What follows belongs to an exercise in optimizing a design on an open flow for small area, a short achievable clock period and few clock cycles per item; a production flow would make more cautious choices.
Where RTL was checked, it was by simulation tests only, not by an equivalence proof against the original.
Function not checked in run 2: the RTL went through the layout flow alone.

### flow/config.mk
export PLATFORM = sky130hd
export DESIGN_NAME = keccak_miner_core
export DESIGN_NICKNAME = keccak_miner_core
export VERILOG_FILES = /design/flow/design.v
export SDC_FILE = /design/flow/constraint.sdc
export NUM_CORES = 4
export LEC_CHECK = 0
export CAP_MARGIN = 40
export CORE_MARGIN = 2
export CORE_UTILIZATION = 30
export SLEW_MARGIN = 40
### flow/design.v
`default_nettype none
package keccak_pkg;
  localparam int lane_w     = 64;
  localparam int n_rounds   = 24;
  localparam int rate_w     = 1088;
  localparam int capacity_w = 512;
  typedef logic [25*lane_w-1:0] state_t;
  typedef logic [lane_w-1:0] lane_t;
  typedef logic [4:0] round_idx_t;
  typedef enum logic {
    idle,
    run
  } perm_state_e;
  function automatic lane_t round_const(round_idx_t r);
    case (r)
      5'd0: round_const = 64'h0000_0000_0000_0001;
      5'd1: round_const = 64'h0000_0000_0000_8082;
      5'd2: round_const = 64'h8000_0000_0000_808a;
      5'd3: round_const = 64'h8000_0000_8000_8000;
      5'd4: round_const = 64'h0000_0000_0000_808b;
      5'd5: round_const = 64'h0000_0000_8000_0001;
      5'd6: round_const = 64'h8000_0000_8000_8081;
      5'd7: round_const = 64'h8000_0000_0000_8009;
      5'd8: round_const = 64'h0000_0000_0000_008a;
      5'd9: round_const = 64'h0000_0000_0000_0088;
      5'd10: round_const = 64'h0000_0000_8000_8009;
      5'd11: round_const = 64'h0000_0000_8000_000a;
      5'd12: round_const = 64'h0000_0000_8000_808b;
      5'd13: round_const = 64'h8000_0000_0000_008b;
      5'd14: round_const = 64'h8000_0000_0000_8089;
      5'd15: round_const = 64'h8000_0000_0000_8003;
      5'd16: round_const = 64'h8000_0000_0000_8002;
      5'd17: round_const = 64'h8000_0000_0000_0080;
      5'd18: round_const = 64'h0000_0000_0000_800a;
      5'd19: round_const = 64'h8000_0000_8000_000a;
      5'd20: round_const = 64'h8000_0000_8000_8081;
      5'd21: round_const = 64'h8000_0000_0000_8080;
      5'd22: round_const = 64'h0000_0000_8000_0001;
      5'd23: round_const = 64'h8000_0000_8000_8008;
      default: round_const = '0;
    endcase
  endfunction
  function automatic int unsigned rho_offset(int unsigned i);
    case (i)
      0: rho_offset = 0;
      1: rho_offset = 1;
      2: rho_offset = 62;
      3: rho_offset = 28;
      4: rho_offset = 27;
      5: rho_offset = 36;
      6: rho_offset = 44;
      7: rho_offset = 6;
      8: rho_offset = 55;
      9: rho_offset = 20;
      10: rho_offset = 3;
      11: rho_offset = 10;
      12: rho_offset = 43;
      13: rho_offset = 25;
      14: rho_offset = 39;
      15: rho_offset = 41;
      16: rho_offset = 45;
      17: rho_offset = 15;
      18: rho_offset = 21;
      19: rho_offset = 8;
      20: rho_offset = 18;
      21: rho_offset = 2;
      22: rho_offset = 61;
      23: rho_offset = 56;
      24: rho_offset = 14;
      default: rho_offset = 0;
    endcase
  endfunction
  function automatic lane_t lane_byte_swap(lane_t v);
    lane_t r;
    for (int b = 0; b < lane_w / 8; b++)
    begin
      r[b*8 +: 8] = v[(lane_w/8 - 1 - b)*8 +: 8];
    end
    lane_byte_swap = r;
  endfunction
endpackage
`default_nettype wire
`default_nettype none
package miner_pkg;
  localparam int header_w     = 608;
  localparam int nonce_w      = 32;
  localparam int target_w     = 64;
  localparam int digest_w     = 256;
  localparam int digest_lanes = 4;
  typedef logic [header_w-1:0] header_t;
  typedef logic [nonce_w-1:0]  nonce_t;
  typedef logic [target_w-1:0] target_t;
  typedef logic [digest_w-1:0] digest_t;
  typedef struct packed {
    header_t header;
    nonce_t  nonce;
  } msg_t;
  localparam logic [7:0] pad_first_byte = 8'h01;
  localparam logic [7:0] pad_last_byte  = 8'h80;
endpackage
`default_nettype wire
`default_nettype none
module keccak_pad
(
  input  miner_pkg::msg_t   msg,
  output keccak_pkg::state_t state
);
  logic [keccak_pkg::rate_w-1:0] rate_block;
  logic [keccak_pkg::rate_w-1:0] rate_lanes;
  assign rate_block = {
    msg,
    miner_pkg::pad_first_byte,
    {(keccak_pkg::rate_w - (miner_pkg::header_w + miner_pkg::nonce_w) - 16){1'b0}},
    miner_pkg::pad_last_byte
  };
  always_comb
  begin
    for (int w = 0; w < keccak_pkg::rate_w / keccak_pkg::lane_w; w++)
    begin
      rate_lanes[w*keccak_pkg::lane_w +: keccak_pkg::lane_w] = keccak_pkg::lane_byte_swap(rate_block[w*keccak_pkg::lane_w +: keccak_pkg::lane_w]);
    end
  end
  assign state = {rate_lanes, {keccak_pkg::capacity_w{1'b0}}};
endmodule
`default_nettype wire
`default_nettype none
module keccak_round
(
  input  keccak_pkg::state_t     state_in,
  input  keccak_pkg::round_idx_t round,
  output keccak_pkg::state_t     state_out
);
  keccak_pkg::lane_t a   [5][5];
  keccak_pkg::lane_t b   [5][5];
  keccak_pkg::lane_t chi [5][5];
  keccak_pkg::lane_t par [5];
  keccak_pkg::lane_t mix [5];
  function automatic keccak_pkg::lane_t rotl(keccak_pkg::lane_t v, int unsigned n);
    rotl = (v << n) | (v >> (keccak_pkg::lane_w - n));
  endfunction
  always_comb
  begin
    for (int y = 0; y < 5; y++)
    begin
      for (int x = 0; x < 5; x++)
      begin
        a[x][y] = state_in[(24 - (5*y + x))*keccak_pkg::lane_w +: keccak_pkg::lane_w];
      end
    end
    for (int x = 0; x < 5; x++)
    begin
      par[x] = a[x][0] ^ a[x][1] ^ a[x][2] ^ a[x][3] ^ a[x][4];
    end
    for (int x = 0; x < 5; x++)
    begin
      mix[x] = par[(x + 4) % 5] ^ rotl(par[(x + 1) % 5], 1);
    end
    for (int y = 0; y < 5; y++)
    begin
      for (int x = 0; x < 5; x++)
      begin
        b[y][(2*x + 3*y) % 5] = rotl(a[x][y] ^ mix[x], keccak_pkg::rho_offset(5*y + x));
      end
    end
    for (int y = 0; y < 5; y++)
    begin
      for (int x = 0; x < 5; x++)
      begin
        chi[x][y] = b[x][y] ^ (~b[(x + 1) % 5][y] & b[(x + 2) % 5][y]);
      end
    end
    chi[0][0] = chi[0][0] ^ keccak_pkg::round_const(round);
    for (int y = 0; y < 5; y++)
    begin
      for (int x = 0; x < 5; x++)
      begin
        state_out[(24 - (5*y + x))*keccak_pkg::lane_w +: keccak_pkg::lane_w] = chi[x][y];
      end
    end
  end
endmodule
`default_nettype wire
`default_nettype none
module keccak_permutation
(
  input  logic   clk,
  input  logic   arst_n,
  input  logic   start,
  input  keccak_pkg::state_t init_state,
  output logic   busy,
  output logic   perm_done,
  output keccak_pkg::state_t perm_state
);
  keccak_pkg::perm_state_e fsm_q;
  keccak_pkg::round_idx_t  round_q;
  keccak_pkg::state_t      state_q;
  keccak_pkg::state_t      round_out;
  logic        last_round;
  keccak_round round0 (
    .state_in  (state_q),
    .round     (round_q),
    .state_out (round_out)
  );
  assign last_round = (round_q == keccak_pkg::round_idx_t'(keccak_pkg::n_rounds - 1));
  always_ff @(posedge clk or negedge arst_n)
  begin
    if (!arst_n)
    begin
      fsm_q     <= keccak_pkg::idle;
      round_q   <= '0;
      perm_done <= 1'b0;
    end
    else
    begin
      perm_done <= 1'b0;
      case (fsm_q)
        keccak_pkg::idle:
        begin
          if (start)
          begin
            fsm_q   <= keccak_pkg::run;
            round_q <= '0;
          end
        end
        keccak_pkg::run:
        begin
          if (last_round)
          begin
            fsm_q     <= keccak_pkg::idle;
            round_q   <= '0;
            perm_done <= 1'b1;
          end
          else
            round_q <= round_q + 1'b1;
        end
      endcase
    end
  end
  always_ff @(posedge clk)
  begin
    if (fsm_q == keccak_pkg::idle && start)
      state_q <= init_state;
    else if (fsm_q == keccak_pkg::run)
      state_q <= round_out;
  end
  assign busy       = (fsm_q == keccak_pkg::run);
  assign perm_state = state_q;
endmodule
`default_nettype wire
`default_nettype none
module hash_target_check
(
  input  logic    clk,
  input  logic    arst_n,
  input  logic    perm_done,
  input  keccak_pkg::state_t  perm_state,
  input  miner_pkg::target_t target,
  output logic    done,
  output miner_pkg::digest_t digest,
  output logic    match
);
  miner_pkg::digest_t digest_next;
  always_comb
  begin
    for (int i = 0; i < miner_pkg::digest_lanes; i++)
    begin
      digest_next[(miner_pkg::digest_lanes - 1 - i)*keccak_pkg::lane_w +: keccak_pkg::lane_w] =
        keccak_pkg::lane_byte_swap(perm_state[(24 - i)*keccak_pkg::lane_w +: keccak_pkg::lane_w]);
    end
  end
  always_ff @(posedge clk or negedge arst_n)
  begin
    if (!arst_n)
    begin
      done   <= 1'b0;
      digest <= '0;
      match  <= 1'b0;
    end
    else
    begin
      done <= perm_done;
      if (perm_done)
      begin
        digest <= digest_next;
        match  <= (digest_next[miner_pkg::target_w-1:0] <= target);
      end
    end
  end
endmodule
`default_nettype wire
`default_nettype none
module keccak_miner_core
(
  input  logic          clk,
  input  logic          arst_n,
  input  logic          start,
  input  logic [607:0]  header,
  input  logic [31:0]   nonce,
  input  logic [63:0]   target,
  output logic          busy,
  output logic          done,
  output logic          match,
  output logic [255:0]  digest
);
  miner_pkg::msg_t   msg;
  keccak_pkg::state_t init_state;
  keccak_pkg::state_t perm_state;
  logic   perm_done;
  miner_pkg::target_t target_q;
  always_ff @(posedge clk)
  begin
    if (start && !busy)
      target_q <= target;
  end
  assign msg.header = header;
  assign msg.nonce  = nonce;
  keccak_pad pad0 (
    .msg   (msg),
    .state (init_state)
  );
  keccak_permutation perm0 (
    .clk        (clk),
    .arst_n     (arst_n),
    .start      (start),
    .init_state (init_state),
    .busy       (busy),
    .perm_done  (perm_done),
    .perm_state (perm_state)
  );
  hash_target_check check0 (
    .clk        (clk),
    .arst_n     (arst_n),
    .perm_done  (perm_done),
    .perm_state (perm_state),
    .target     (target_q),
    .done       (done),
    .digest     (digest),
    .match      (match)
  );
endmodule
`default_nettype wire
### flow/constraint.sdc
create_clock -name core_clock -period 5.0 [get_ports {clk}]
set_input_delay 1.0000 -clock core_clock [delete_from_list [all_inputs] [get_ports {clk}]]
set_output_delay 1.0000 -clock core_clock [all_outputs]
set_load 0.01 [all_outputs]
### flow/run.sh
#!/bin/bash
# synth_recipe.tcl (not shown) runs the flow's synth.tcl, then flattens the netlist and writes it again
# the make line also repeats each setting of config.mk as NAME=value (left out here)
make -C /OpenROAD-flow-scripts/flow DESIGN_CONFIG=/design/flow/config.mk WORK_HOME=/design/flow/orfs CLKGATE_MAP_FILE= SYNTH_SCRIPT=/design/flow/synth_recipe.tcl finish
==> run notes, run 1 <==
Yosys attributes the largest share of cell area to xnor2_1 (23%), edfxtp_1 (18%), dfxtp_1 (16%), xor2_1 (9.0%), nand2_1 (6.6%). The actual slew at the worst max-slew pin is 1.15 ns. The count of yosys warnings during synthesis was 10; the antenna violation net count after detailed routing was 0. The chip height is 636 um, and the share of the clock period used by the worst path is 85.0%. The worst register-to-register path begins at perm0.state_q[1489]$_DFFE_PP_. The H-tree was split into 5 levels. The most used flip-flop cell after synthesis is dfxtp_1. The reg-to-reg endpoint was perm0.state_q[1038]$_DFFE_PP_. The total area of multi-input combinational cells was 81600 um^2; the count of cell types in the netlist was 41. Once the floorplan was initialized, standard cells occupied 30.1% of the core. The overall global routing resource usage is 49.4%. The number of design-rule violations left by the first detailed-router iteration is 16400, and the total clock buffers created by CTS is 267. The final count of negative-setup-slack endpoints is 0, and the initial antenna violation count is 178. The area growth from synthesis to final layout is 36.0%.

The fraction of layout cells with a size suffix above 1 is 19.9%. The clock arrives with 0.0499 ns of skew. After detailed routing, the average wire length per cell comes to 51.5 um. The largest net degree at the start of global routing is 135. Cell type of the slowest stage on the worst timing path: xnor2_1. The number of rows created at floorplan was 232; the critical-path maximum fanout was 4.

The number of global-route vias before repair came out at 98700. The top cell type by total area after synthesis is xnor2_1. Walking the worst path, the cells encountered are xnor2_1 -> xnor2_1 -> buf_4 -> xnor2_1 -> xnor2_2 -> buf_4 -> xnor2_1 -> nand2b_1 -> xnor2_1 -> o21ai_0. The tools report the number of max-cap violations as 0.

The tools report the total wirelength of the detailed-routed design as 1030000 um. The depth of the critical timing path with buffers and inverters included is 10. The tools report the net count of the mapped netlist as 13200. The final-layout setup total negative slack is 0 ns, and the area share of the leading cell type in the synthesized netlist is 23.4%. Critical path class: register to register. The cell area after synthesis is 120000 um^2, and the number of inserted filler cells in the final layout is 39400.

The die covers 404000 um^2. Buffers placed on the I/O ports in this run total 965. The fraction of registers with async set or reset after synthesis works out to 13.7%.

TritonCTS built the clock tree. The tools report the critical path endpoint category as a register. For this run, the register share of the synthesized area comes to 39.2%. In this run, synthesis produced a sequential element count of 1929. The most critical setup path has its endpoint at perm0.state_q[1038]$_DFFE_PP_. STA puts the critical path data arrival time at 4.97 ns.

After detailed routing, the number of vias per cell comes to 5.40. On the worst path, the slowest cell contributes a delay of 0.72 ns. The overall die width works out to 636 um.

The clock-pin slew of the registers on the worst-case setup and hold paths works out to 0.07 ns. The first TritonRoute pass finished after 6 iterations. The tools report the instance count of the mapped netlist as 12500. The worst setup path is launched from a register. The run gives 1929 as the count of clock tree sinks. After legalization and detailed placement, the total HPWL measured 908000 um. The flow ran to the end and the layout has no timing, DRC or antenna violations. The first global-routing pass estimated 1240000 um of wire. The count of nets after finishing is 15100, and the cell depth of the worst flop-to-flop path is 10. Setup repair after global routing left no endpoint under its margin. For the worst endpoint required time, the log shows 5.72 ns. The logs give 399000 um^2 for the core region area and 40.9% for the post-route core utilization. Register cell area after layout: 47000 um^2.

For the number of buffers on the longest clock path, the log shows 4. For this block, the via count after detailed routing is 108000. The insertion delay to the later sink of the worst-skew pair was 1.00 ns. In this design, the largest share of critical-path delay is due to XOR/XNOR gates.

The clock root buffer is clkbuf_16. The remaining design rule violation count was 0; the count of flip-flops with a built-in enable after synthesis was 704. The path class of the lowest-slack min-delay path was register to register. The run gives 0 as the final number of hold-violating endpoints. In this run the most critical hold path is launched from perm0.state_q[257]$_SDFFE_PP0P_. The per-instance average area after synthesis is 9.62 um^2, and the highest achievable clock rate is 0.235 GHz. In this design, the critical path's most frequently occurring cell is xnor2_1. The minimum setup slack among reg-to-reg paths is 0.75 ns. Worst setup path startpoint: perm0.state_q[1489]$_DFFE_PP_. The time the worst path needs with I/O delays and setup is 4.25 ns. Hold is met by 0.490 ns. The run gives 0 as the total overflow reported by the global router. Number of buffers and inverters on the critical path: 2.

The worst slew slack as a fraction of its limit is 23.2%. The run gives 1.14 as the routability congestion estimate. For the max-slew violation count, the log shows 0. Boundary pin count: 966.
-- cell usage in the layout (no fill, tap or decap), types with 35 or more instances in the layout --
master,synthesis,routed
edfxtp_1,704,704
o21ai_1,268,269
inv_1,71,69
xnor2_4,0,313
o21ai_0,1328,1326
xnor2_1,3195,2484
clkbuf_16,0,276
nand2_1,2106,2106
buf_12,0,47
dfrtp_1,265,263
xor2_2,91,138
dfxtp_1,960,959
nand2b_1,266,266
clkbuf_8,0,35
clkdlybuf4s50_1,0,964
clkbuf_1,385,64
diode_2,0,141
ha_1,70,70
clkinv_2,0,37
xor2_4,0,65
nor2b_1,319,318
buf_4,0,969
nor2_1,523,522
xor2_1,1229,1117
xnor2_2,285,683
mux2_2,256,256
-- registers in the layout, summed over array words and instances, names as in the netlist --
| name | cells |
|---|---|
| check0.digest | 256 |
| check0.done | 1 |
| check0.match | 1 |
| perm0.fsm_q | 1 |
| perm0.perm_done | 1 |
| perm0.round_q | 5 |
| perm0.state_q | 1600 |
| target_q | 64 |
-- kinds of logic (layout without fill, tap and decap cells) --
group	count (synthesis)	after routing	synth area share (%)
fa+ha+maj	70	70	0.731
compound gates	1686	1686	7.20
xor+xnor	4804	4804	37.5
buf+inv	460	2555	1.44
flops	1929	1929	39.2
mux	262	262	2.47
simple gates	3241	3241	11.4
other cells	0	141	0
-- routing by layer --
layer / global-route usage (%) / share of wire [%] / vias to the layer above
met1: 60.9 / 39 / 54700
met4: 43.2 / 11 / 58
li1: - / - / 44100
met2: 67.7 / 39 / 7040
met3: 17.5 / 11 / 1712
met5: 0.0354 / 0.038 / -
-- worst register-to-register path, cell delays in order (launching register included) --
cell and delay, ns:
edfxtp_1 0.64, xnor2_1 0.25, xnor2_1 0.15, buf_4 0.19
xnor2_1 0.72, xnor2_2 0.41, buf_4 0.29, xnor2_1 0.57
nand2b_1 0.15, xnor2_1 0.15, o21ai_0 0.46
-- repair_timing --
item,in CTS,in global routing
gates resized for setup,0,0
hold endpoints to repair,2,0
hold buffers,1,0
buffers inserted,0,0
-- synth_stat cells, types with 5 or more instances --
cell,count
edfxtp_1,704
nor2_1,523
xor2_1,1229
a21oi_1,26
nand3_1,6
clkbuf_1,385
nand4_1,10
nand2_1,2106
mux2i_1,5
mux2_2,256
dfxtp_1,960
nand2b_1,266
xnor2_2,285
a21o_1,25
dfrtp_1,265
nor2b_1,319
o21ai_0,1328
xor2_2,91
inv_1,71
a22o_1,24
o21ai_1,268
ha_1,70
nor3_1,6
xnor2_1,3195
-- final cells by class --
type                            instances  share of cell area [%]
Inverter                               71                   0.174
Timing Repair Buffer                 1996                    11.2
Tap cell                             5265                    4.04
Sequential cell                      1929                    28.8
Antenna cell                          141                   0.217
Clock inverter                        113                   0.795
Clock buffer                          375                    4.68
Multi-Input combinational cell      10100                    50.1
-- how the worst min path moves through the flow --
stage,to,slack (ns),depth (start not counted)
after floorplan,check0.done$_DFF_PN0_,0.35,0
after global placement,perm0.state_q[130]$_SDFFE_PP0P_,0.48,2
after detailed placement,perm0.state_q[258]$_SDFFE_PP0P_,0.48,2
after CTS,perm0.state_q[258]$_SDFFE_PP0P_,0.49,2
after global routing,perm0.state_q[258]$_SDFFE_PP0P_,0.50,2
final,perm0.state_q[257]$_SDFFE_PP0P_,0.49,2
-- through the flow --
stage / worst slack, ns / instances / area [um^2]
2_1_floorplan: -6.51 / 12500 / 120000
3_3_place_gp: 0.806 / 19300 / 148000
4_1_cts: 0.832 / 19800 / 162000
6_report: 0.749 / 20000 / 163000
5_1_grt: 0.847 / 19900 / 163000
3_5_place_dp: 0.841 / 19300 / 153000
Testbench counts, summed over its fixed seeds: cycles 4,808, items 192.
==> run 2: changes to the inputs <==
--- a/flow/design.v
+++ b/flow/design.v
@@ -126,13 +126,15 @@
 `default_nettype none
 module keccak_round
 (
-  input  keccak_pkg::state_t     state_in,
+  input  keccak_pkg::state_t     b_in,
   input  keccak_pkg::round_idx_t round,
-  output keccak_pkg::state_t     state_out
+  input  logic                   load,
+  input  keccak_pkg::state_t     init_state,
+  output keccak_pkg::state_t     b_out
 );
+  keccak_pkg::lane_t bi  [5][5];
   keccak_pkg::lane_t a   [5][5];
   keccak_pkg::lane_t b   [5][5];
-  keccak_pkg::lane_t chi [5][5];
   keccak_pkg::lane_t par [5];
   keccak_pkg::lane_t mix [5];
   function automatic keccak_pkg::lane_t rotl(keccak_pkg::lane_t v, int unsigned n);
@@ -144,7 +146,25 @@
     begin
       for (int x = 0; x < 5; x++)
       begin
-        a[x][y] = state_in[(24 - (5*y + x))*keccak_pkg::lane_w +: keccak_pkg::lane_w];
+        bi[x][y] = b_in[(24 - (5*y + x))*keccak_pkg::lane_w +: keccak_pkg::lane_w];
+      end
+    end
+    for (int y = 0; y < 5; y++)
+    begin
+      for (int x = 0; x < 5; x++)
+      begin
+        a[x][y] = bi[x][y] ^ (~bi[(x + 1) % 5][y] & bi[(x + 2) % 5][y]);
+      end
+    end
+    a[0][0] = a[0][0] ^ keccak_pkg::round_const(round);
+    if (load)
+    begin
+      for (int y = 0; y < 5; y++)
+      begin
+        for (int x = 0; x < 5; x++)
+        begin
+          a[x][y] = init_state[(24 - (5*y + x))*keccak_pkg::lane_w +: keccak_pkg::lane_w];
+        end
       end
     end
     for (int x = 0; x < 5; x++)
@@ -166,15 +186,7 @@
     begin
       for (int x = 0; x < 5; x++)
       begin
-        chi[x][y] = b[x][y] ^ (~b[(x + 1) % 5][y] & b[(x + 2) % 5][y]);
-      end
-    end
-    chi[0][0] = chi[0][0] ^ keccak_pkg::round_const(round);
-    for (int y = 0; y < 5; y++)
-    begin
-      for (int x = 0; x < 5; x++)
-      begin
-        state_out[(24 - (5*y + x))*keccak_pkg::lane_w +: keccak_pkg::lane_w] = chi[x][y];
+        b_out[(24 - (5*y + x))*keccak_pkg::lane_w +: keccak_pkg::lane_w] = b[x][y];
       end
     end
   end
@@ -188,70 +200,69 @@
   input  logic   start,
   input  keccak_pkg::state_t init_state,
   output logic   busy,
+  output logic   load,
   output logic   perm_done,
   output keccak_pkg::state_t perm_state
 );
-  keccak_pkg::perm_state_e fsm_q;
+  logic                    run_q;
+  logic                    last_q;
   keccak_pkg::round_idx_t  round_q;
-  keccak_pkg::state_t      state_q;
-  keccak_pkg::state_t      round_out;
-  logic        last_round;
+  keccak_pkg::state_t      b_q;
+  keccak_pkg::state_t      b_next;
+  keccak_pkg::lane_t       fin [4];
+  assign load = !run_q || last_q;
+  assign busy = run_q && !last_q;
   keccak_round round0 (
-    .state_in  (state_q),
-    .round     (round_q),
-    .state_out (round_out)
+    .b_in       (b_q),
+    .round      (round_q),
+    .load       (load),
+    .init_state (init_state),
+    .b_out      (b_next)
   );
-  assign last_round = (round_q == keccak_pkg::round_idx_t'(keccak_pkg::n_rounds - 1));
   always_ff @(posedge clk or negedge arst_n)
   begin
     if (!arst_n)
     begin
-      fsm_q     <= keccak_pkg::idle;
-      round_q   <= '0;
-      perm_done <= 1'b0;
+      run_q   <= 1'b0;
+      last_q  <= 1'b0;
+      round_q <= '0;
     end
     else
     begin
-      perm_done <= 1'b0;
-      case (fsm_q)
-        keccak_pkg::idle:
-        begin
-          if (start)
-          begin
-            fsm_q   <= keccak_pkg::run;
-            round_q <= '0;
-          end
-        end
-        keccak_pkg::run:
-        begin
-          if (last_round)
-          begin
-            fsm_q     <= keccak_pkg::idle;
-            round_q   <= '0;
-            perm_done <= 1'b1;
-          end
-          else
-            round_q <= round_q + 1'b1;
-        end
-      endcase
+      if (load)
+      begin
+        run_q   <= start;
+        last_q  <= 1'b0;
+        round_q <= '0;
+      end
+      else
+      begin
+        last_q  <= (round_q == keccak_pkg::round_idx_t'(keccak_pkg::n_rounds - 2));
+        round_q <= round_q + 1'b1;
+      end
     end
   end
   always_ff @(posedge clk)
   begin
-    if (fsm_q == keccak_pkg::idle && start)
-      state_q <= init_state;
-    else if (fsm_q == keccak_pkg::run)
-      state_q <= round_out;
+    b_q <= b_next;
   end
-  assign busy       = (fsm_q == keccak_pkg::run);
-  assign perm_state = state_q;
+  always_comb
+  begin
+    for (int x = 0; x < 4; x++)
+    begin
+      fin[x] = b_q[(24 - x)*keccak_pkg::lane_w +: keccak_pkg::lane_w]
+             ^ (~b_q[(24 - (x + 1) % 5)*keccak_pkg::lane_w +: keccak_pkg::lane_w]
+                & b_q[(24 - (x + 2) % 5)*keccak_pkg::lane_w +: keccak_pkg::lane_w]);
+    end
+    fin[0] = fin[0] ^ keccak_pkg::round_const(keccak_pkg::round_idx_t'(keccak_pkg::n_rounds - 1));
+  end
+  assign perm_done  = last_q;
+  assign perm_state = {fin[0], fin[1], fin[2], fin[3], {21*keccak_pkg::lane_w{1'b0}}};
 endmodule
 `default_nettype wire
 `default_nettype none
 module hash_target_check
 (
-  input  logic    clk,
-  input  logic    arst_n,
   input  logic    perm_done,
   input  keccak_pkg::state_t  perm_state,
   input  miner_pkg::target_t target,
@@ -259,33 +270,16 @@
   output miner_pkg::digest_t digest,
   output logic    match
 );
-  miner_pkg::digest_t digest_next;
   always_comb
   begin
     for (int i = 0; i < miner_pkg::digest_lanes; i++)
     begin
-      digest_next[(miner_pkg::digest_lanes - 1 - i)*keccak_pkg::lane_w +: keccak_pkg::lane_w] =
+      digest[(miner_pkg::digest_lanes - 1 - i)*keccak_pkg::lane_w +: keccak_pkg::lane_w] =
         keccak_pkg::lane_byte_swap(perm_state[(24 - i)*keccak_pkg::lane_w +: keccak_pkg::lane_w]);
     end
   end
-  always_ff @(posedge clk or negedge arst_n)
-  begin
-    if (!arst_n)
-    begin
-      done   <= 1'b0;
-      digest <= '0;
-      match  <= 1'b0;
-    end
-    else
-    begin
-      done <= perm_done;
-      if (perm_done)
-      begin
-        digest <= digest_next;
-        match  <= (digest_next[miner_pkg::target_w-1:0] <= target);
-      end
-    end
-  end
+  assign done  = perm_done;
+  assign match = (digest[miner_pkg::target_w-1:0] <= target);
 endmodule
 `default_nettype wire
 `default_nettype none
@@ -306,10 +300,11 @@
   keccak_pkg::state_t init_state;
   keccak_pkg::state_t perm_state;
   logic   perm_done;
+  logic   load;
   miner_pkg::target_t target_q;
   always_ff @(posedge clk)
   begin
-    if (start && !busy)
+    if (load)
       target_q <= target;
   end
   assign msg.header = header;
@@ -324,12 +319,11 @@
     .start      (start),
     .init_state (init_state),
     .busy       (busy),
+    .load       (load),
     .perm_done  (perm_done),
     .perm_state (perm_state)
   );
   hash_target_check check0 (
-    .clk        (clk),
-    .arst_n     (arst_n),
     .perm_done  (perm_done),
     .perm_state (perm_state),
     .target     (target_q),
==> run notes, run 2 <==
The total area of multi-input combinational cells is 73200 um^2 (-10%). The logs give 34200 um^2 (-27%) for the register cell area after layout and 966 (unchanged) for the boundary pin count. The met3 wire length was 92100 um (-21%). The run gives 0 (unchanged) as the total overflow reported by the global router.

The clock root buffer is clkbuf_16. Area of the die: 366000 um^2 (-9.5%). The share of the synthesized area in compound gates (AO/OA/AOI/OAI) came out at 5.39% (-1.8 points).

The overall global routing resource usage is 46.7% (-2.7 points). The most instantiated library cell after synthesis is xnor2_1. The core region area is 359000 um^2 (-9.9%). The xor and xnor area share after synthesis was 43.7% (+6.2 points). Summed over all instances, the cell type with the most area after synthesis is dfxtp_1. In the synthesized netlist, the cells that appear most often are xnor2_1 (3567), dfxtp_1 (1600), nor2b_1 (1599). Ranked by flip-flop count, first place goes to perm0.b_q. Quantity of I/O buffers inserted on ports: 965 (unchanged).

Critical path endpoint category: an output pin. The worst endpoint required time was 4.00 ns (-1.72 ns). The instance count of the mapped netlist is 12100 (-2.6%).

The fraction of layout cells with a size suffix above 1 is 13.6% (-6.3 points). The adder-cell share of the synthesized area came out at 0.808% (+0.077 points). The critical path class is register to output pin. Ranked by total cell area, the synthesized netlist is headed by dfxtp_1 (30%), xnor2_1 (29%), xor2_1 (10%), nor2b_1 (9.2%), nor2_1 (5.5%). The per-instance average area after synthesis came out at 8.94 um^2 (-7.1%).

The most common cell after layout, fill and taps aside was xnor2_1. The routability congestion estimate was 1.16 (+1.8%). Number of flip-flops under the largest register name: 1600 (unchanged).

The flip-flop and latch count after synthesis is 1671 (-13%). The number of detailed-routing iterations run before antenna repair came out at 6 (unchanged). The top cell types in the final layout, fill and taps aside, are xnor2_1 (3471), nor2_1 (1589), nor2b_1 (1586).

The uppermost signal routing layer after detailed routing is met5. The global-route wire length before repair is 1070000 um (-14%), and the average detailed-routed wire length per instance is 45.3 um (-12%). The initial cell density of the core is 30.2% (+0.11 points). The largest registers in the layout are perm0.b_q (1600), target_q (64), perm0.round_q (5). The overall die width works out to 605 um (-4.9%). The worst slew slack as a fraction of its limit is 21.6% (-1.7 points), and the portion of netlist area occupied by mux cells is 0.132% (-2.3 points).

The final count of negative-setup-slack endpoints is 1 (+1), and the length of routed met2 wiring is 363000 um (-10%). The fraction of registers with async set or reset after synthesis is 0.419% (-13 points), and the area share of the leading cell type in the synthesized netlist is 29.6% (+6.2 points). The run gives 0 (unchanged) as the remaining design rule violation count.

The cell area after synthesis is 108000 um^2 (-9.5%). STA classifies the critical path startpoint as a register. The clock-pin slew of the registers on the worst-case setup and hold paths was 0.06 ns (about the same); the worst-case setup slack after placement was -0.209 ns (-1.05 ns). The sum of routed wire segments on met1 came out at 340000 um (-14%).

The basic-gate share of the synthesized area counting and, or, nand and nor cells came out at 16.2% (+4.7 points). The number of inserted filler cells in the final layout is 37000 (-6.0%). The run finished, with violations left. The critical-path maximum fanout is 2 (-2), and the count of yosys warnings during synthesis is 11 (+1).

The worst setup slack after layout is -0.368 ns (-1.12 ns). The per-cell via count in the routed design was 5.20 (-3.6%); the count of flip-flops with a built-in enable after synthesis was 64 (-91%). For the final HPWL from detailed placement, the log shows 791000 um (-13%). The actual slew at the worst max-slew pin was 1.17 ns (+0.0193 ns); the number of max-cap violations was 0 (unchanged).

Number of design-rule violations left by the first detailed-router iteration: 15400 (-6.1%). The final number of hold-violating endpoints came out at 0 (unchanged). For this run, the leading register cell type out of synthesis is dfxtp_1.

For the net count of the mapped netlist, the log shows 12900 (-2.5%). For the initial antenna violation count, the log shows 354 (+99%). The logs give 102000 (-5.4%) for the number of vias after detailed routing and 1.01 ns (about the same) for the insertion delay to the later sink of the worst-skew pair. Max-slew violation count: 0 (unchanged). TritonCTS built the clock tree. The violated checks flagged are setup timing. The total wirelength of the detailed-routed design was 887000 um (-14%); the area growth from synthesis to final layout was 29.6%. The quantity of hold-fixing buffers added after cts was 0 (-1).

Chip height: 605 um (-4.9%). The maximum clock skew at final layout is 0.0854 ns (+0.0355 ns), and the antenna violation net count after detailed routing is 0 (unchanged). The tools report the number of buffers on the longest clock path as 4 (unchanged). The tightest min-delay check is of the input port to async pin type. The sequential-to-total area share from yosys stat is 31.5% (-7.7 points), and the highest achievable clock rate is 0.186 GHz (-21%). The tools report the total clock buffers created by CTS as 215 (-19%). The number of H-tree levels was 4 (-1). For the largest net degree at the start of global routing, the log shows 109 (-19%).

By area, the combinational part of the netlist is dominated by XOR/XNOR gates. Setup repair after global routing could not meet its margin everywhere. The number of global-route vias before repair is 90400 (-8.4%), and the time the worst path needs with I/O delays and setup is 5.37 ns (+1.12 ns). For the number of rows created at floorplan, the log shows 220 (-5.2%).

The tools report the count of cell types in the netlist as 57 (+39%). The tools report the count of nets after finishing as 14600 (-3.3%). The run gives 4.37 ns (-0.60 ns) as the critical path arrival. The post-route worst hold slack was 0.358 ns (-0.133 ns); the count of clock tree sinks was 1671 (-13%).

The share of the clock period used by the worst path was 107% (+22 points).
run 2: through the flow:
stage                     util (%)  setup TNS (ns)  instances  area [um^2]
after global placement        36.2          -0.264      18400       130000
final                         39.1          -0.368      19600       140000
after global routing          38.9          -0.414      19300       140000
after CTS                     38.5          -0.432      18800       138000
after detailed placement      36.3          -0.209      18400       131000
after floorplan                  -               0      12100       108000
run 2: cell type report:
cell class              instances  share of cell area (%)
flip-flops and latches       1671                    24.3
inverters                     319                   0.852
multi-input cells            9811                    52.1
clock buffers                 280                    4.36
clock inverters               113                   0.988
well taps                    4773                    4.25
repair buffers               1808                    11.7
diodes                        813                    1.45
run 2: routing by layer:
metal,global-route usage (%),vias up
met4,41.5,84
met3,14.5,1985
met2,66.8,7628
met1,56.3,50800
li1,-,41400
met5,0.366,-
run 2: what timing repair did:
item | in CTS | in global routing
resized for setup | 24 | 43
buffers inserted | 3 | 6
pin swaps | 3 | 10
setup endpoints to repair | 1 | 1
run 2: path summary, 6_finish.rpt:
check	from	to	slack (ns)	depth (start not counted)
worst max register to register	perm0.last_q$_DFF_PN0_	perm0.b_q[113]$_DFF_P_	0.78	8
min in group core_clock	target[28]	target_q[28]$_DFFE_PN_	0.57	1
max in group asynchronous	arst_n	perm0.round_q[3]$_DFF_PN0_	4.27	1
worst min-delay path	arst_n	perm0.last_q$_DFF_PN0_	0.36	1
worst min register to register	perm0.round_q[0]$_DFF_PN0_	perm0.round_q[0]$_DFF_PN0_	0.68	1
worst max-delay path	perm0.b_q[1599]$_DFF_P_	match	-0.37	16
run 2: worst max-delay path: stages (launching register included):
cell and delay, ns:
dfxtp_1 0.31, nor2b_2 0.15, xnor2_1 0.20, inv_1 0.14, ha_1 0.30, nand4_1 0.17, a21oi_2 0.07, o31ai_1 0.24
buf_4 0.16, o211ai_1 0.21, buf_4 0.24, a211o_1 0.33, buf_12 0.16, a221oi_2 0.24, buf_4 0.20, a41o_4 0.16
buf_6 0.12
run 2: cells by family after synthesis:
family | count (synthesis)
mux | 11
flops | 1671
fa+ha+maj | 70
compound gates | 1024
buf+inv | 644
xor+xnor | 5126
simple gates | 3580
==> run 3: changes to the inputs <==
--- a/flow/design.v
+++ b/flow/design.v
@@ -128,7 +128,7 @@
 (
   input  keccak_pkg::state_t     b_in,
   input  keccak_pkg::round_idx_t round,
-  input  logic                   load,
+  input  logic [24:0]            load,
   input  keccak_pkg::state_t     init_state,
   output keccak_pkg::state_t     b_out
 );
@@ -157,14 +157,12 @@
       end
     end
     a[0][0] = a[0][0] ^ keccak_pkg::round_const(round);
-    if (load)
+    for (int y = 0; y < 5; y++)
     begin
-      for (int y = 0; y < 5; y++)
+      for (int x = 0; x < 5; x++)
       begin
-        for (int x = 0; x < 5; x++)
-        begin
+        if (load[5*y + x])
           a[x][y] = init_state[(24 - (5*y + x))*keccak_pkg::lane_w +: keccak_pkg::lane_w];
-        end
       end
     end
     for (int x = 0; x < 5; x++)
@@ -204,41 +202,57 @@
   output logic   perm_done,
   output keccak_pkg::state_t perm_state
 );
-  logic                    run_q;
-  logic                    last_q;
+  logic                    load_q;
+  logic [24:0]             lane_load_q;
   keccak_pkg::round_idx_t  round_q;
   keccak_pkg::state_t      b_q;
   keccak_pkg::state_t      b_next;
   keccak_pkg::lane_t       fin [4];
-  assign load = !run_q || last_q;
-  assign busy = run_q && !last_q;
+  assign load = load_q;
+  assign busy = !load_q;
   keccak_round round0 (
     .b_in       (b_q),
     .round      (round_q),
-    .load       (load),
+    .load       (lane_load_q),
     .init_state (init_state),
     .b_out      (b_next)
   );
   always_ff @(posedge clk or negedge arst_n)
   begin
     if (!arst_n)
+      lane_load_q <= '1;
+    else
     begin
-      run_q   <= 1'b0;
-      last_q  <= 1'b0;
-      round_q <= '0;
+      for (int i = 0; i < 25; i++)
+      begin
+        if (lane_load_q[i])
+          lane_load_q[i] <= !start;
+        else
+          lane_load_q[i] <= (round_q == keccak_pkg::round_idx_t'(keccak_pkg::n_rounds - 2));
+      end
+    end
+  end
+  always_ff @(posedge clk or negedge arst_n)
+  begin
+    if (!arst_n)
+    begin
+      load_q    <= 1'b1;
+      perm_done <= 1'b0;
+      round_q   <= '0;
     end
     else
     begin
-      if (load)
+      if (load_q)
       begin
-        run_q   <= start;
-        last_q  <= 1'b0;
-        round_q <= '0;
+        load_q    <= !start;
+        perm_done <= 1'b0;
+        round_q   <= '0;
       end
       else
       begin
-        last_q  <= (round_q == keccak_pkg::round_idx_t'(keccak_pkg::n_rounds - 2));
-        round_q <= round_q + 1'b1;
+        load_q    <= (round_q == keccak_pkg::round_idx_t'(keccak_pkg::n_rounds - 2));
+        perm_done <= (round_q == keccak_pkg::round_idx_t'(keccak_pkg::n_rounds - 2));
+        round_q   <= round_q + 1'b1;
       end
     end
   end
@@ -256,13 +270,14 @@
     end
     fin[0] = fin[0] ^ keccak_pkg::round_const(keccak_pkg::round_idx_t'(keccak_pkg::n_rounds - 1));
   end
-  assign perm_done  = last_q;
   assign perm_state = {fin[0], fin[1], fin[2], fin[3], {21*keccak_pkg::lane_w{1'b0}}};
 endmodule
 `default_nettype wire
 `default_nettype none
 module hash_target_check
 (
+  input  logic    clk,
+  input  logic    arst_n,
   input  logic    perm_done,
   input  keccak_pkg::state_t  perm_state,
   input  miner_pkg::target_t target,
@@ -270,16 +285,68 @@
   output miner_pkg::digest_t digest,
   output logic    match
 );
+  miner_pkg::digest_t digest_next;
+  logic                match_next;
+  logic [63:0] gt_l0, eq_l0;
+  logic [31:0] gt_l1, eq_l1;
+  logic [15:0] gt_l2, eq_l2;
+  logic [7:0]  gt_l3, eq_l3;
+  logic [3:0]  gt_l4, eq_l4;
+  logic [1:0]  gt_l5, eq_l5;
   always_comb
   begin
     for (int i = 0; i < miner_pkg::digest_lanes; i++)
     begin
-      digest[(miner_pkg::digest_lanes - 1 - i)*keccak_pkg::lane_w +: keccak_pkg::lane_w] =
+      digest_next[(miner_pkg::digest_lanes - 1 - i)*keccak_pkg::lane_w +: keccak_pkg::lane_w] =
         keccak_pkg::lane_byte_swap(perm_state[(24 - i)*keccak_pkg::lane_w +: keccak_pkg::lane_w]);
     end
   end
-  assign done  = perm_done;
-  assign match = (digest[miner_pkg::target_w-1:0] <= target);
+  always_comb
+  begin
+    for (int i = 0; i < 64; i++)
+    begin
+      gt_l0[i] = digest_next[i] & ~target[i];
+      eq_l0[i] = ~(digest_next[i] ^ target[i]);
+    end
+    for (int i = 0; i < 32; i++)
+    begin
+      gt_l1[i] = gt_l0[2*i+1] | (eq_l0[2*i+1] & gt_l0[2*i]);
+      eq_l1[i] = eq_l0[2*i+1] & eq_l0[2*i];
+    end
+    for (int i = 0; i < 16; i++)
+    begin
+      gt_l2[i] = gt_l1[2*i+1] | (eq_l1[2*i+1] & gt_l1[2*i]);
+      eq_l2[i] = eq_l1[2*i+1] & eq_l1[2*i];
+    end
+    for (int i = 0; i < 8; i++)
+    begin
+      gt_l3[i] = gt_l2[2*i+1] | (eq_l2[2*i+1] & gt_l2[2*i]);
+      eq_l3[i] = eq_l2[2*i+1] & eq_l2[2*i];
+    end
+    for (int i = 0; i < 4; i++)
+    begin
+      gt_l4[i] = gt_l3[2*i+1] | (eq_l3[2*i+1] & gt_l3[2*i]);
+      eq_l4[i] = eq_l3[2*i+1] & eq_l3[2*i];
+    end
+    for (int i = 0; i < 2; i++)
+    begin
+      gt_l5[i] = gt_l4[2*i+1] | (eq_l4[2*i+1] & gt_l4[2*i]);
+      eq_l5[i] = eq_l4[2*i+1] & eq_l4[2*i];
+    end
+    match_next = ~(gt_l5[1] | (eq_l5[1] & gt_l5[0]));
+  end
+  always_ff @(posedge clk or negedge arst_n)
+  begin
+    if (!arst_n)
+      done <= 1'b0;
+    else
+      done <= perm_done;
+  end
+  always_ff @(posedge clk)
+  begin
+    digest <= digest_next;
+    match  <= match_next;
+  end
 endmodule
 `default_nettype wire
 `default_nettype none
@@ -324,6 +391,8 @@
     .perm_state (perm_state)
   );
   hash_target_check check0 (
+    .clk        (clk),
+    .arst_n     (arst_n),
     .perm_done  (perm_done),
     .perm_state (perm_state),
     .target     (target_q),
--- a/flow/config.mk
+++ b/flow/config.mk
@@ -5,7 +5,8 @@
 export SDC_FILE = /design/flow/constraint.sdc
 export NUM_CORES = 4
 export LEC_CHECK = 0
-export CAP_MARGIN = 40
+export CAP_MARGIN = 20
 export CORE_MARGIN = 2
-export CORE_UTILIZATION = 30
-export SLEW_MARGIN = 40
+export CORE_UTILIZATION = 55
+export SETUP_SLACK_MARGIN = 1.8
+export SLEW_MARGIN = 20
==> run notes, run 3 <==
The portion of netlist area occupied by mux cells works out to 5.99% (+5.9 points). The overall die width was 454 um (-25%); the worst-case setup slack after placement was 0.356 ns (+0.565 ns). Initial cell density of the core: 55.2% (+25 points). For the number of buffers on the longest clock path, the log shows 3 (-1). For this run, the total global-route usage over all layers was measured as 71.2%. Number of H-tree levels: 4 (unchanged).

The count of yosys warnings during synthesis was 11 (unchanged); the quantity of I/O buffers inserted on ports was 965 (unchanged). The global-route repair_timing pass left the worst setup endpoint at check0.match$_DFF_P_/D. The cell area after synthesis is 111000 um^2 (+2.7%).

The fraction of registers with async set or reset after synthesis works out to 1.69% (+1.3 points). By count the netlist is led by xnor2_1 (2430), dfxtp_1 (1857), xor2_1 (1191). Most instantiated library cell after synthesis: xnor2_1. The stage where the run ended is global routing. The area share of the leading cell type in the synthesized netlist is 33.4% (+3.8 points), and the largest net degree at the start of global routing is 37. Xor and xnor area share after synthesis: 43.1% (-0.60 points). The run gives 966 (unchanged) as the boundary pin count. After synthesis, the cell types taking the most area are dfxtp_1 (33%), xnor2_1 (19%), xor2_1 (9.4%), xnor3_1 (6.7%), mux2i_1 (5.9%).

The flip-flop and latch count after synthesis was 1954 (+17%); the per-instance average area after synthesis was 11.0 um^2 (+23%). In the synthesized netlist the dominant register cell turns out to be dfxtp_1. The net count of the mapped netlist is 10900 (-15%).

Kind of endpoint with the least setup slack: a register data pin. The logs give 165 (-25%) for the number of rows created at floorplan and 35.9% (+4.4 points) for the sequential-to-total area share from yosys stat. Top cell type by total area after synthesis: dfxtp_1. The adder-cell share of the synthesized area was 0.776% (-0.032 points); the instance count of the mapped netlist was 10200 (-16%). The run stopped with a tool error. The basic-gate share of the synthesized area counting and, or, nand and nor cells was 12.6% (-3.5 points); the total clock buffers created by CTS was 214 (-0.47%).

The chip height is 454 um (-25%), and the quantity of hold-fixing buffers added after cts is 0 (unchanged). The count of flip-flops with a built-in enable after synthesis was 64 (unchanged). By area, the combinational part of the netlist is dominated by XOR/XNOR gates. The count of clock tree sinks is 1954 (+17%), and the routability congestion estimate is 1.31 (+12%). The total overflow reported by the global router was 21. The cell sitting at the root of the clock tree is a clkbuf_16. The final HPWL from detailed placement is 578000 um (-27%), and the count of cell types in the netlist is 61 (+7.0%). The share of the synthesized area in compound gates (AO/OA/AOI/OAI) came out at 0.464% (-4.9 points).

The first error in the log reads "[ERROR GRT-0232] Routing congestion too high. Check the congestion heatmap in the GUI".
-- run 3: changes by cell type after synthesis, moves of 330 or more --
| cell | delta |
|---|---|
| nand2b_1 | +631 |
| a21oi_1 | -626 |
| nand2_1 | -339 |
| nor2_1 | -616 |
| mux2i_1 | +648 |
| xnor3_1 | +330 |
| xnor2_1 | -1137 |
| nor2b_1 | -660 |
-- run 3: through the flow --
stage	instances	util (%)	cell area, um^2	hold slack, ns
after CTS	14800	73.2	148000	0.273
after detailed placement	14200	63.7	128000	0.337
after floorplan	10200	-	111000	0.331
after global placement	14200	63.6	128000	0.334
-- run 3: metal layers --
metal | track usage, % | overflow
met4 | 69.1 | 6
met3 | 53.5 | 0
met2 | 88.5 | 15
met5 | 25.5 | 0
met1 | 72.8 | 0
-- run 3: how the worst max path moves through the flow --
stage,end,slack (ns),cells after the start
2_1_floorplan,perm0.b_q[1531]$_DFF_P_,2.26,9
3_3_place_gp,perm0.b_q[1335]$_DFF_P_,0.21,6
3_5_place_dp,check0.match$_DFF_P_,0.36,11
4_1_cts,perm0.b_q[1513]$_DFF_P_,1.57,10
-- run 3: timing repair --
item	4_1_cts
buffers inserted	251
endpoints found under the setup margin	1385
resized for setup	1137
pin swaps	142
cloned	1
-- run 3: kinds of logic after synthesis --
logic type      Yosys count
compound gates           80
fa+ha+maj                69
buf+inv                 259
xor+xnor               4490
mux                     662
simple gates           2638
flops                  1954
Testbench counts of run 3, summed over its fixed seeds: cycles 4,616, items 192.
==> run 4: changes to the inputs <==
--- a/flow/design.v
+++ b/flow/design.v
@@ -128,7 +128,7 @@
 (
   input  keccak_pkg::state_t     b_in,
   input  keccak_pkg::round_idx_t round,
-  input  logic [24:0]            load,
+  input  logic [79:0]            load,
   input  keccak_pkg::state_t     init_state,
   output keccak_pkg::state_t     b_out
 );
@@ -161,8 +161,11 @@
     begin
       for (int x = 0; x < 5; x++)
       begin
-        if (load[5*y + x])
-          a[x][y] = init_state[(24 - (5*y + x))*keccak_pkg::lane_w +: keccak_pkg::lane_w];
+        for (int z = 0; z < keccak_pkg::lane_w; z++)
+        begin
+          if (load[16*x + z/4])
+            a[x][y][z] = init_state[(24 - (5*y + x))*keccak_pkg::lane_w + z];
+        end
       end
     end
     for (int x = 0; x < 5; x++)
@@ -203,7 +206,7 @@
   output keccak_pkg::state_t perm_state
 );
   logic                    load_q;
-  logic [24:0]             lane_load_q;
+  logic [79:0]             lane_load_q;
   keccak_pkg::round_idx_t  round_q;
   keccak_pkg::state_t      b_q;
   keccak_pkg::state_t      b_next;
@@ -223,7 +226,7 @@
       lane_load_q <= '1;
     else
     begin
-      for (int i = 0; i < 25; i++)
+      for (int i = 0; i < 80; i++)
       begin
         if (lane_load_q[i])
           lane_load_q[i] <= !start;
--- a/flow/config.mk
+++ b/flow/config.mk
@@ -7,6 +7,6 @@
 export LEC_CHECK = 0
 export CAP_MARGIN = 20
 export CORE_MARGIN = 2
-export CORE_UTILIZATION = 55
+export CORE_UTILIZATION = 45
 export SETUP_SLACK_MARGIN = 1.8
 export SLEW_MARGIN = 20
==> run notes, run 4 <==
The flow ran to the end and the layout has no timing, DRC or antenna violations. The cell area after synthesis came out at 115000 um^2 (+3.8%). TritonCTS built the clock tree. The run gives 255000 um^2 as the core region area.

The logs give 0.113 ns (-0.242 ns) for the worst-case setup slack after placement and 759000 um for the total wirelength of the detailed-routed design. For the final database, setup skew stands at 0.0571 ns. The largest total area in the synthesized netlist belongs to xnor2_1. The number of H-tree levels was 4 (unchanged). The library cell used most frequently in the layout, excluding fill and tap cells, is xnor2_1.

Critical path class: register to register. Dividing the detail-routed wire length by the instance count gives 44.2 um. The commonest cells after synthesis are xnor2_1 (4346), dfxtp_1 (1857), nor2b_1 (1137).

On the critical path the largest part of the delay comes from compound AO/OA/AOI/OAI gates. The run gives 658000 um (+14%) as the final HPWL from detailed placement. The first global-routing pass estimated 931000 um of wire. The final instance area is 148000 um^2. The cell type of the slowest stage on the worst timing path was o211ai_1. The logs give 45.4% (-9.8 points) for the initial cell density of the core and 0.66 ns for the minimum setup slack among reg-to-reg paths. For the non-filler instance count after layout, the log shows 17200. The largest registers in the layout are perm0.b_q (1600), check0.digest (256), perm0.lane_load_q (80). The cell repeated most along the worst path is o211ai_1.

The signal on the critical path passes through nand2b_1 -> xnor2_1 -> ha_1 -> nand3_2 -> nor4_2 -> buf_4 -> buf_8 -> o211ai_1 -> o32a_1 -> o211ai_1 -> a21oi_1. The worst path in the final design needs a cycle of 4.34 ns, including I/O delays and setup. STA classifies the critical path startpoint as a register. The critical-path maximum fanout is 4. In the layout the commonest cells are xnor2_1 (3959), dfxtp_1 (1747), nor2b_1 (1136). The logs give 966 (unchanged) for the boundary pin count and 0.357 ns for the post-route worst hold slack.

The cell depth of the worst flop-to-flop path came out at 11. The most instantiated library cell after synthesis is xnor2_1. The fraction of layout cells with a size suffix above 1 was 14.8%. The run gives 0.663 ns as the worst setup slack after layout. The worst min-delay path endpoint is check0.done$_DFF_PN0_. Actual slew at the worst max-slew pin: 1.36 ns. The final-layout setup total negative slack came out at 0 ns.

The floorplan step defined a die boundary enclosing 261000 um^2. The count of flip-flops with a built-in enable after synthesis is 64 (unchanged), and the overall die width is 511 um (+13%). The count of cell types in the netlist is 55 (-9.8%), and the total overflow reported by the global router is 0. The tools report the final number of hold-violating endpoints as 0.

For the placed instance count, the log shows 16000 (+13%). The logs give 224 (+4.7%) for the total clock buffers created by CTS and 56.0% for the overall global routing resource usage. The count of yosys warnings during synthesis is 11 (unchanged). The quantity of I/O buffers inserted on ports was 965 (unchanged). The path class of the lowest-slack min-delay path was register to register. The tools report the critical path endpoint category as a register. The initial antenna violation count came out at 333. Number of design-rule violations left by the first detailed-router iteration: 16400. The fraction of registers with async set or reset after synthesis works out to 4.38% (+2.7 points). The tools report the max-slew violation count as 0.

The area growth from synthesis to final layout came out at 28.3%. The root buffer cell chosen for the clock tree is clkbuf_16. Measured on the finished design, the core utilization comes to 58.2%. The clock-pin slew of the registers on the worst-case setup and hold paths is 0.07 ns. The run gives 11500 (+13%) as the instance count of the mapped netlist. For the number of rows created at floorplan, the log shows 185 (+12%).

Count of nets after finishing: 13700. The routed layout has 100000 vias. The tools report the beginning of the worst register-to-register path as perm0.b_q[1325]$_DFF_P_. In the post-synthesis netlist, the biggest area contributors are xnor2_1 (33%), dfxtp_1 (32%), mux2i_1 (8.5%), nor2b_1 (6.2%), xor2_1 (4.4%). The tools report the final count of negative-setup-slack endpoints as 0. The tools report the largest net degree at the start of global routing as 82.

Counting flops per register, the top entry is perm0.b_q. For this run, design rule violations remaining after detail routing come to 0. Across the run, the number of max-cap violations was 0. Dividing the detail-routed via count by the number of cells gives 5.82. The total placed instance area was 133000 um^2 (+3.7%).

The number of buffers on the longest clock path was 3 (unchanged); the per-instance average area after synthesis was 10.1 um^2 (-8.2%). The number of global-route vias before repair came out at 89700. Together, buffers and inverters on the worst path number 2. The number of flip-flops under the largest register name was 1600; the number of cells on the worst hold path was 0. Tracing the worst setup path back leads to its startpoint at perm0.b_q[1325]$_DFF_P_. On the worst path, the slowest cell contributes a delay of 0.55 ns.

The net count of the mapped netlist is 12300 (+12%). The area share of the leading cell type in the synthesized netlist was 33.0% (-0.44 points). The endpoint identified for the worst register-to-register timing path is check0.match$_DFF_P_.

The flip-flop and latch count after synthesis is 2009 (+2.8%), and the chip height is 511 um (+13%). Counting buffers and inverters, the worst setup path is 11 cells deep. The count of clock tree sinks came out at 2009 (+2.8%). The sequential-to-total area share from yosys stat is 35.9% (-0.050 points).

The antenna violation net count after detailed routing is 0, and the share of the clock period used by the worst path is 86.7%. The logs give 8 for the number of detailed-routing iterations run before antenna repair and 8.88% for the worst slew slack as a fraction of its limit. Startpoint of the tightest hold check path: perm0.perm_done$_DFF_PN0_.

The later pin in the worst-skew pair is clocked with a latency of 0.94 ns. Routability congestion estimate: 1.20 (-7.9%). Data on the critical path is required at its endpoint by 5.76 ns.

Critical path arrival: 5.09 ns. The tools report the highest achievable clock rate as 0.231 GHz. For this run, the leading register cell type out of synthesis is dfxtp_1. Setup repair after global routing could not meet its margin everywhere.
==> run 4: changes by cell type after synthesis, sizes merged, moves of 27 or more <==
cell	change
and2b	-27
buf	-71
clkbuf	+145
dfstp	+55
inv	+168
mux2i	+342
nand2b	-170
nor2b	+204
xnor2	+1842
xnor3	-327
xor2	-885
==> run 4: how the worst max path moves through the flow <==
stage / to / slack (ns)
2_1_floorplan: check0.match$_DFF_P_ / 2.31
3_3_place_gp: check0.match$_DFF_P_ / -2.62
3_5_place_dp: check0.match$_DFF_P_ / 0.11
4_1_cts: check0.match$_DFF_P_ / 0.98
5_1_grt: check0.match$_DFF_P_ / 1.02
6_report: check0.match$_DFF_P_ / 0.66
==> run 4: routing by layer <==
layer	vias up	GRT usage [%]	part of all wire, %
li1	39300	-	-
met1	49200	66.2	35
met2	9017	74.2	38
met3	2377	24.7	15
met4	102	54.1	12
met5	-	0.329	0.12
==> run 4: layout make-up <==
cell class / count / area [um^2]
Antenna cell: 663 / 1660
Clock buffer: 318 / 6520
Clock inverter: 106 / 1520
Fill cell: 22000 / 106000
Inverter: 239 / 897
Multi-Input combinational cell: 8965 / 77800
Sequential cell: 2009 / 41600
Tap cell: 3366 / 4210
Timing Repair Buffer: 1506 / 14000
==> run 4: logic make-up after synthesis <==
kind of cell               Yosys count  share of synthesized area [%]
buffers and inverters              501                           1.64
and+or+nand+nor                   2665                           12.3
xor gates and xnor gates          5117                           40.1
muxes                             1001                           8.76
DFF                               2009                           35.9
AOI/OAI and AO/OA                  113                          0.618
adders and majority gates           69                          0.748
==> run 4: worst register-to-register path, delay by kind of cell (launching register included) <==
family	cells	cell delay (ns)
and+or+nand+nor	3	0.94
buffers and inverters	2	0.40
xor gates and xnor gates	1	0.49
adders and majority gates	1	0.25
DFF	1	0.42
AOI/OAI and AO/OA	4	1.67
==> run 4: what timing repair did <==
item	4_1_cts	5_1_grt
endpoints found under the setup margin	682	332
gates resized for setup	533	220
hold buffers	0	0
pin swaps	32	34
setup buffers	18	25
endpoints found under the hold margin	0	0
Testbench counts of run 4, summed over its fixed seeds: cycles 4,616, items 192.
==> run 5: changes to the inputs <==
==> flow/flow/run.sh (new file) <==
#!/bin/bash
# The standard layout, with every input and output port buffered by the
# smallest buffer cell instead of the one buffer_ports picks by default.
set -euo pipefail
export BUFFER_PORTS_ARGS="-buffer_cell sky130_fd_sc_hd__buf_1"
bash standard.sh > standard_flow.log 2>&1
==> flow/standard.sh (new file) <==
#!/bin/bash
# synth_recipe.tcl (not shown) runs the flow's synth.tcl, then flattens the netlist and writes it again
# the make line also repeats each setting of config.mk as NAME=value (left out here)
make -C /OpenROAD-flow-scripts/flow DESIGN_CONFIG=/design/flow/config.mk WORK_HOME=/design/flow/orfs CLKGATE_MAP_FILE= SYNTH_SCRIPT=/design/flow/synth_recipe.tcl "${@:-finish}"
removed: flow/run.sh
==> run notes, run 5 <==
The run finished with no timing, DRC or antenna violations. The total clock buffers created by CTS was 224 (unchanged); the cell area after synthesis was 115000 um^2 (unchanged). The run gives 0 (unchanged) as the antenna violation net count after detailed routing.

Yosys attributes the largest share of cell area to xnor2_1 (33%), dfxtp_1 (32%), mux2i_1 (8.5%), nor2b_1 (6.2%), xor2_1 (4.4%). STA classifies the critical path startpoint as a register. The quantity of I/O buffers inserted on ports is 965 (unchanged), and the share of the clock period used by the worst path is 74.3% (-12 points). The flip-flop and latch count after synthesis was 2009 (unchanged). The number of H-tree levels came out at 4 (unchanged).

Final-layout setup total negative slack: 0 ns (unchanged). Count of flip-flops with a built-in enable after synthesis: 64 (unchanged). For the insertion delay to the later sink of the worst-skew pair, the log shows 0.92 ns (-0.02 ns). End point of the critical path: check0.match$_DFF_P_. The critical path arrival is 4.46 ns (-0.63 ns), and the count of clock tree sinks is 2009 (unchanged). The tools report the max-slew violation count as 0 (unchanged).

The final number of hold-violating endpoints is 0 (unchanged). The final count of negative-setup-slack endpoints is 0 (unchanged), and the fraction of registers with async set or reset after synthesis is 4.38% (unchanged).

The actual slew at the worst max-slew pin is 1.37 ns (+0.00475 ns). The core region area was 255000 um^2 (unchanged). The maximum clock skew at final layout was 0.0574 ns (+0.000242 ns); the critical-path maximum fanout was 4 (unchanged).

The number of rows created at floorplan came out at 185 (unchanged). The number of detailed-routing iterations run before antenna repair was 6 (-2); the chip height was 511 um (unchanged). Instance count of the mapped netlist: 11500 (unchanged). In the final layout, the registers with the most flip-flops are perm0.b_q (1600), check0.digest (256), perm0.lane_load_q (80). Count of yosys warnings during synthesis: 11 (unchanged). The count of cell types in the netlist is 55 (unchanged). The run gives 8.31% (-0.57 points) as the worst slew slack as a fraction of its limit. The worst setup path is captured at a register. The overall global routing resource usage was 56.5% (+0.48 points); the post-route worst hold slack was 0.232 ns (-0.125 ns). The global-route wire length before repair is 939000 um (+0.82%). Time the worst path needs with I/O delays and setup: 3.71 ns (-0.622 ns). TritonCTS built the clock tree.

Sorting the synthesized cells by how often they occur yields xnor2_1 (4346), dfxtp_1 (1857), nor2b_1 (1137). Setup repair after global routing could not meet its margin everywhere. Cell depth of the worst flop-to-flop path: 9 (-2). The area share of the leading cell type in the synthesized netlist is 33.0% (unchanged).

The worst register-to-register path begins at perm0.b_q[1316]$_DFF_P_. Final instance area: 142000 um^2 (-4.1%). The dominant register cell in the synthesized netlist is dfxtp_1. The area of the die came out at 261000 um^2 (unchanged). The per-cell via count in the routed design is 5.87 (+0.76%), and the total wirelength of the detailed-routed design is 763000 um (+0.51%).

The number of inserted filler cells in the final layout came out at 22900 (+3.8%). More flip-flops sit in one register than any other, and that register is perm0.b_q.

For the boundary pin count, the log shows 966 (unchanged). The remaining design rule violation count was 0 (unchanged). The worst setup path is of the register to register kind.

The top cell type by total area after synthesis is xnor2_1. The largest net degree at the start of global routing is 82 (unchanged). Worst setup path startpoint: perm0.b_q[1316]$_DFF_P_. Yosys instantiated no cell more often than xnor2_1. The placed instance count was 16000 (-0.075%).

The fraction of layout cells with a size suffix above 1 came out at 14.6% (-0.15 points). For the total overflow reported by the global router, the log shows 0 (unchanged). The worst setup slack after layout was 1.29 ns (+0.622 ns). The library cell used most frequently in the layout, excluding fill and tap cells, is xnor2_1. The logs give 127000 um^2 (-4.4%) for the total placed instance area and 12300 (unchanged) for the net count of the mapped netlist. The per-instance average area after synthesis works out to 10.1 um^2 (unchanged). The routability congestion estimate was 1.17 (-2.6%).

The minimum setup slack among reg-to-reg paths was 1.29 ns (+0.62 ns); the worst endpoint required time was 5.75 ns (about the same). The overall die width came out at 511 um (unchanged). The average detailed-routed wire length per instance was 44.5 um (+0.70%); the highest achievable clock rate was 0.269 GHz (+17%). The post-route core utilization is 55.8% (-2.4 points), and the initial antenna violation count is 340 (+2.1%). In this run the critical register-to-register path is captured at check0.match$_DFF_P_. The final HPWL from detailed placement is 663000 um (+0.67%), and the initial cell density of the core is 45.4% (unchanged). Non-filler instance count after layout: 17100 (-0.19%). The number of flip-flops under the largest register name is 1600 (unchanged). The logs give 0 (unchanged) for the number of max-cap violations and 13700 (-0.20%) for the count of nets after finishing. The clock-pin slew of the registers on the worst-case setup and hold paths is 0.08 ns (about the same), and the area growth from synthesis to final layout is 23.0%. The logs give 101000 (+0.57%) for the number of vias after detailed routing and 0 (unchanged) for the quantity of hold-fixing buffers added after cts. In the layout the commonest cells are xnor2_1 (3949), dfxtp_1 (1754), nor2b_1 (1136). The tools report the number of design-rule violations left by the first detailed-router iteration as 16400 (+0.061%). In this run the worst hold path is classified as input port to async pin. The number of global-route vias before repair is 88900 (-0.85%). The number of buffers on the longest clock path is 3 (unchanged). The tools report the clock root buffer as clkbuf_16.

The sequential-to-total area share from yosys stat was 35.9% (unchanged); the worst-case setup slack after placement was 0.415 ns (+0.302 ns).
==> run 5: critical path: stages (launching register included) <==
cell      delay [ns]
dfxtp_1         0.34
nand2b_1        0.18
xnor2_2         0.18
ha_2            0.48
nand4_1         0.45
or2_4           0.47
nor4_4          0.49
o21ai_0         0.19
o211ai_1        0.62
a21oi_1         0.13
==> run 5: per-layer routing <==
metal | track usage, % | routed length (um) | vias up
met5 | 0 | 650 | -
met4 | 54.6 | 90200 | 98
met3 | 25.2 | 113000 | 2400
met2 | 73.7 | 286000 | 9259
met1 | 67.5 | 273000 | 49600
li1 | - | - | 39200
==> run 5: timing repair <==
item	CTS	global route
buffers inserted	20	7
endpoints found under the setup margin	657	299
cloned	0	0
endpoints found under the hold margin	0	0
gates resized for setup	482	226
pin swaps	21	30
==> run 5: cell families after synthesis <==
family	after synthesis	share of synthesized area [%]
AOI/OAI and AO/OA	113	0.618
muxes	1001	8.76
xor gates and xnor gates	5117	40.1
and+or+nand+nor	2665	12.3
DFF	2009	35.9
buffers and inverters	501	1.64
adders and majority gates	69	0.748
==> run 5: area by class of cell <==
| class | instances | area (um^2) | area share (%) |
|---|---|---|---|
| antenna | 659 | 1650 | 1.16 |
| clock buffer | 285 | 6260 | 4.41 |
| clock inverter | 139 | 1960 | 1.38 |
| inverter | 239 | 897 | 0.631 |
| multi-input combinational | 8965 | 77800 | 54.7 |
| sequential | 2009 | 41600 | 29.3 |
| tap | 3366 | 4210 | 2.96 |
| timing repair buffer | 1478 | 7760 | 5.46 |
==> run 5: worst min-delay path by stage <==
stage	from	to	slack [ns]	cells past startpoint
2_1_floorplan	perm0.perm_done$_DFF_PN0_	check0.done$_DFF_PN0_	0.33	0
3_3_place_gp	perm0.perm_done$_DFF_PN0_	check0.done$_DFF_PN0_	0.34	0
3_5_place_dp	perm0.perm_done$_DFF_PN0_	check0.done$_DFF_PN0_	0.34	0
4_1_cts	arst_n	perm0.round_q[4]$_DFF_PN0_	0.16	1
5_1_grt	arst_n	perm0.round_q[4]$_DFF_PN0_	0.20	1
6_report	arst_n	perm0.round_q[4]$_DFF_PN0_	0.23	1

## separate check: timing with driven ports
The results above use ideal ports. As a check the final layouts listed here were re-extracted and re-timed, cells and wires unchanged. Step 1: set_driving_cell puts a clkbuf_16 on clk and a buf_2 on each other input, an assumption about the parent block. Step 2, shift: input delay + t, output delay - t, t = (earliest + latest rising clock arrival at the registers) / 2. This alone moves slack from input paths to output paths. a / b / c = no drivers / after step 1 / after step 2; a / b = the first two.
| run | t, ns | slack for setup (ns) | latest minus earliest clock arrival (ns) |
|---|---|---|---|
| run 1 | 1.106 | 0.749 / 0.749 / 0.749 | 0.052 / 0.051 |
| run 2 | 1.082 | -0.368 / -0.486 / 0.596 | 0.086 / 0.085 |
| run 4 | 1.032 | 0.663 / 0.663 / 0.663 | 0.057 / 0.058 |
| run 5 | 1.011 | 1.286 / 1.286 / 1.286 | 0.059 / 0.059 |
